This design comes from an exercise in tuning for small area, a short achievable clock period and few clock cycles per item on the open sky130 flow, not from production work.
Where RTL was checked, it was by simulation tests only, not by an equivalence proof against the original.

run 1:
// rgb_to_hsv_converter_top
module rgb_to_hsv_converter_top (
  input  logic        clk,
  input  logic        rst,
  input  logic        push,
  input  logic [31:0] pixel,
  output logic        full,
  output logic        empty,
  input  logic        pop,
  output logic [39:0] hsv
);
Size in the first run: ~2300 cells after synthesis, roughly 440 flip-flops, roughly 26000 µm² of cells after synthesis.
export LEC_CHECK = 0
export CAP_MARGIN = 20
export CORE_MARGIN = 2
export CORE_UTILIZATION = 65
export CTS_BUF_LIST = sky130_fd_sc_hd__clkbuf_8
export PLACE_DENSITY = 0.9
export SETUP_SLACK_MARGIN = 4.0
export SLEW_MARGIN = 20
create_clock -name core_clock -period 8.5 [get_ports {clk}]
run.sh (not shown) runs the stock make flow with config.mk's settings and CLKGATE_MAP_FILE= SYNTH_SCRIPT=/design/flow/synth_recipe.tcl, a recipe that flattens the netlist after the stock synthesis.
Run 1 went all the way through the flow, and no timing, DRC or antenna check failed.
Testbench counts of run 1, summed over its fixed seeds: cycles 8,264, items 8,192.
#### Input delta (run 2 over run 1)
# run 1
export LEC_CHECK = 0
export CAP_MARGIN = 20
export CORE_MARGIN = 2
export CORE_UTILIZATION = 65
export CTS_BUF_LIST = sky130_fd_sc_hd__clkbuf_8
export PLACE_DENSITY = 0.9
export SETUP_SLACK_MARGIN = 4.0
export SLEW_MARGIN = 20
create_clock -name core_clock -period 8.5 [get_ports {clk}]
# run 2
export LEC_CHECK = 0
export CAP_MARGIN = 20
export CORE_MARGIN = 2
export CORE_UTILIZATION = 55
export CTS_BUF_LIST = sky130_fd_sc_hd__clkbuf_8
export PLACE_DENSITY = 0.8
export SETUP_SLACK_MARGIN = 4.2
export SLEW_MARGIN = 20
create_clock -name core_clock -period 8.5 [get_ports {clk}]
Results
- Core occupancy in the finished layout on run 2 is down relative to run 1.
- Run 2 completed every stage of the flow, and the final layout passed the timing, design-rule and antenna checks.
- Compared with run 1, run 2 instantiates a larger number of standard cells.
- The count of nets after finishing number comes out higher for run 2 vs run 1.
- Looking at final-layout clock-cell area share, run 2 sits 0.83 points higher than run 1 does.
- Total length of routed met2 wires in run 2 is 890 µm above run 1.
- Looking at clock latency of the later-clocked register in the worst-skew pair, run 2 sits 0.03 ns above run 1.
The following lists how run 3 was set up differently from run 2:
# run 2
export LEC_CHECK = 0
export CAP_MARGIN = 20
export CORE_MARGIN = 2
export CORE_UTILIZATION = 55
export CTS_BUF_LIST = sky130_fd_sc_hd__clkbuf_8
export PLACE_DENSITY = 0.8
export SETUP_SLACK_MARGIN = 4.2
export SLEW_MARGIN = 20
create_clock -name core_clock -period 8.5 [get_ports {clk}]
# run 3
export LEC_CHECK = 0
export CAP_MARGIN = 20
export CORE_MARGIN = 2
export CORE_UTILIZATION = 55
export CTS_BUF_LIST = sky130_fd_sc_hd__clkbuf_8
export PLACE_DENSITY = 0.8
export SETUP_SLACK_MARGIN = 4.0
export SLEW_MARGIN = 20
create_clock -name core_clock -period 8.5 [get_ports {clk}]
### Flow results
Cmp run 3 and run 2 / post-layout utilization of the core / lower: run 3. The number of setup buffers added after CTS of run 3 is lower than that of run 2. Summary of run 3 over run 2: number of global-route vias before repair has decreased; latest clock arrival within the worst-skew pair has decreased.
diff inputs: run 3 => run 4
# run 3
export LEC_CHECK = 0
export CAP_MARGIN = 20
export CORE_MARGIN = 2
export CORE_UTILIZATION = 55
export CTS_BUF_LIST = sky130_fd_sc_hd__clkbuf_8
export PLACE_DENSITY = 0.8
export SETUP_SLACK_MARGIN = 4.0
export SLEW_MARGIN = 20
create_clock -name core_clock -period 8.5 [get_ports {clk}]
# run 4
export LEC_CHECK = 0
export CAP_MARGIN = 0
export CORE_MARGIN = 2
export CORE_UTILIZATION = 40
export CTS_BUF_LIST = sky130_fd_sc_hd__clkbuf_8
export SETUP_SLACK_MARGIN = 4.0
export SLEW_MARGIN = 0
create_clock -name core_clock -period 8.5 [get_ports {clk}]
## What came out
Number of setup buffers added after CTS grows by a little under 10% when moving from run 3 to run 4.
The length of the first detailed-routing pass in iterations in run 4 sits 1 below the value recorded for run 3.
[compare] base=run 3 new=run 4: detailed-route wire length now larger.
Non-clock buffer count: run 3 and run 4 compared, lower one is run 3
Between run 3 and run 4, final instance area increased.
Run 4 against run 3: standard-cell row count higher, met1 layer wirelength in the final routing went up.
Looking at worst setup slack, run 4 sits below run 3.

---

rgb_to_hsv_converter_top again, from the RTL that the note above started with.
// rgb_to_hsv_converter_top
module rgb_to_hsv_converter_top (
  input  logic        clk,
  input  logic        rst,
  input  logic        push,
  input  logic [31:0] pixel,
  output logic        full,
  output logic        empty,
  input  logic        pop,
  output logic [39:0] hsv
);
make LEC_CHECK=0 CAP_MARGIN=20 CORE_MARGIN=2 CORE_UTILIZATION=40 CTS_BUF_LIST=sky130_fd_sc_hd__clkbuf_8 SETUP_SLACK_MARGIN=4.4 SLEW_MARGIN=20 finish   # period 8.5 ns
Testbench counts at the start, summed over its fixed seeds: cycles 8,264, items 8,192.
Next try:
--- a/flow/config.mk
+++ b/flow/config.mk
@@ -10 +10 @@
-export CORE_UTILIZATION = 40
+export CORE_UTILIZATION = 55
@@ -12 +12,2 @@
-export SETUP_SLACK_MARGIN = 4.4
+export PLACE_DENSITY = 0.8
+export SETUP_SLACK_MARGIN = 3.8
What happened:
- setup slack loses 0.41 ns
- global-route usage rises by 5.0 points
- design area falls by 8.2%
- clock skew rises by 0.0085 ns
- wire length falls by 7.3%
- count of clock-buffer cells in the layout falls by 10
- maximum frequency falls by 9.0%
Next try:
--- a/flow/config.mk
+++ b/flow/config.mk
@@ -10 +10 @@
-export CORE_UTILIZATION = 55
+export CORE_UTILIZATION = 40
@@ -12,2 +12 @@
-export PLACE_DENSITY = 0.8
-export SETUP_SLACK_MARGIN = 3.8
+export SETUP_SLACK_MARGIN = 4.0
The changed run finished with timing, DRC and antenna clean; core utilization went down by 16 points; synthesized area is unchanged; sequential share of layout area went down by 1.0 points; maximum frequency went up by 3.8%; critical path depth went up by 15; routed wire length went up by 0.96%; die area went up by about 37%.

---

Another version of the RTL of rgb_to_hsv_converter_top (not shown whole).
Size in the first run: ~2300 cells after synthesis, about 430 flip-flops, ~26000 um^2 of cells after synthesis.
Settings: LEC_CHECK=0, CAP_MARGIN=20, CORE_MARGIN=2, CORE_UTILIZATION=60, SETUP_SLACK_MARGIN=4.0, SLEW_MARGIN=20; clock period 8.5 ns.
Rerun with:
- CORE_UTILIZATION: 60 -> 40
- CTS_BUF_LIST: unset -> sky130_fd_sc_hd__clkbuf_4
- CTS_CLUSTER_SIZE: unset -> 20
After rerunning: Design area climbs by 1.2%; utilization decreases by 23 points; area after synthesis stays the same; final cell count grows by about 14%; worst setup slack improves by 0.043 ns; non-clock buffer count increases by 5; via count grows by about 3%; count of clock-buffer cells in the layout came out higher by 95; maximum frequency went up by 0.95%; routed wire length goes up by 4.6%.
Rerun with:
- CTS_BUF_LIST: sky130_fd_sc_hd__clkbuf_4 -> sky130_fd_sc_hd__clkbuf_8
- CTS_CLUSTER_SIZE: 20 -> unset
Outcome:
- final area is lower by 0.49%
- wire length decreases by 0.96%
- non-clock buffer count came out lower by 9
- worst setup slack gets better by 0.063 ns
Function was not checked in any run of this note: the RTL went through the layout flow alone.

---

north:
rgb_to_hsv_converter_top, a different RTL version from the one above (not shown whole).
Size: about 2100 cells after synthesis, roughly 78 I/O pins, roughly 25000 um2 of cells after synthesis.
clock: 8.5 ns
lec_check: 0
cap_margin: 20
core_margin: 2
core_utilization: 55
cts_buf_list: sky130_fd_sc_hd__clkbuf_8
place_density: 0.8
setup_slack_margin: 4.0
slew_margin: 20
standard.sh (not shown) runs the stock make flow with config.mk's settings and CLKGATE_MAP_FILE= SYNTH_SCRIPT=/design/flow/synth_recipe.tcl, a recipe that flattens the netlist after the stock synthesis.
==> flow/flow/run.sh <==
#!/bin/bash
set -euo pipefail
export BUFFER_PORTS_ARGS="-buffer_cell sky130_fd_sc_hd__buf_1"
bash standard.sh > standard.log 2>&1
Testbench counts of north, summed over its fixed seeds: cycles 8,264, items 8,192.
Input changes introduced in south (baseline for comparison: north):
==> flow/run.sh (new file) <==
#!/bin/bash
# synth_recipe.tcl (not shown) runs the flow's synth.tcl, then flattens the netlist and writes it again
# the make line also repeats each setting of config.mk as NAME=value (left out here)
make -C /OpenROAD-flow-scripts/flow DESIGN_CONFIG=/design/flow/config.mk WORK_HOME=/design/flow/orfs CLKGATE_MAP_FILE= SYNTH_SCRIPT=/design/flow/synth_recipe.tcl finish
removed: flow/flow/run.sh
removed: flow/standard.sh
### Flow results
From north to south the numbers moved as follows: port buffer count held; final wirelength went up 700 um; via count went up 164.
Going from north to south, sum of met2 wire segment lengths after detailed routing went up by 820 um; share of the clock period used by the worst path after layout neither gained nor lost much; top fanout value on the critical path has decreased.
The global-route usage number comes out lower for north vs south.
Of north and south, the lower critical path depth belongs to south.
Setup changes, south to east
- GPL_ROUTABILITY_DRIVEN now 0, previously not set
## What came out
Setup slack in east is smaller than in south. east vs south on ratio of final minimum period to clock period: east is the higher one. Compared with south, east degrades minimum period implied by the final worst setup slack. For the sequential cell area share, east came in 0.15 points higher than south did.

==> separate check: timing with driven ports <==
Ports are ideal in the flow. The routed layouts listed here were re-timed in OpenROAD. Step 1 sets driving cells, clkbuf_16 on the clock port and buf_2 on the other inputs (assumed; they add their load-dependent delay and slew). Step 2 moves the port delays by t, midway between the first and last clock arrival at a register: inputs arrive t later, outputs are due t later. That takes back most of the time a late clock gives input paths. Slacks: ideal ports / drivers / drivers and shift; pairs: ideal ports / drivers.
run	t, ns	setup slack, ns	hold slack, ns	worst data-port slew with drivers (ns)
run 1	0.672	3.941 / 3.941 / 3.522	0.388 / 0.388 / 0.388	0.04
run 2	0.706	4.139 / 4.139 / 3.670	0.409 / 0.409 / 0.409	0.04
run 3	0.677	4.163 / 4.163 / 3.531	0.413 / 0.413 / 0.413	0.04
run 4	0.697	3.956 / 3.956 / 3.499	0.393 / 0.393 / 0.393	0.04
the first run of note 2	0.696	4.304 / 4.304 / 3.789	0.403 / 0.403 / 0.403	0.04
the second run of note 2	0.697	3.890 / 3.866 / 3.335	0.407 / 0.407 / 0.407	0.05
the third run of note 2	0.708	4.057 / 4.057 / 3.481	0.409 / 0.409 / 0.409	0.04
the first run of note 3	0.628	3.893 / 3.893 / 3.578	0.410 / 0.410 / 0.410	0.04
the second run of note 3	0.898	3.936 / 3.936 / 3.283	0.387 / 0.387 / 0.387	0.04
the third run of note 3	0.698	4.000 / 4.000 / 3.495	0.405 / 0.405 / 0.405	0.04
north	0.663	4.138 / 4.138 / 3.950	0.412 / 0.412 / 0.412	0.04
south	0.675	4.136 / 4.117 / 3.613	0.409 / 0.409 / 0.409	0.04
east	0.648	4.102 / 4.080 / 3.519	0.408 / 0.408 / 0.408	0.04
After both steps setup and hold are still met in every run listed. For the second run of note 3, which loses most, drivers alone change the setup slack by 0.000 ns; drivers and shift together by -0.653 ns.
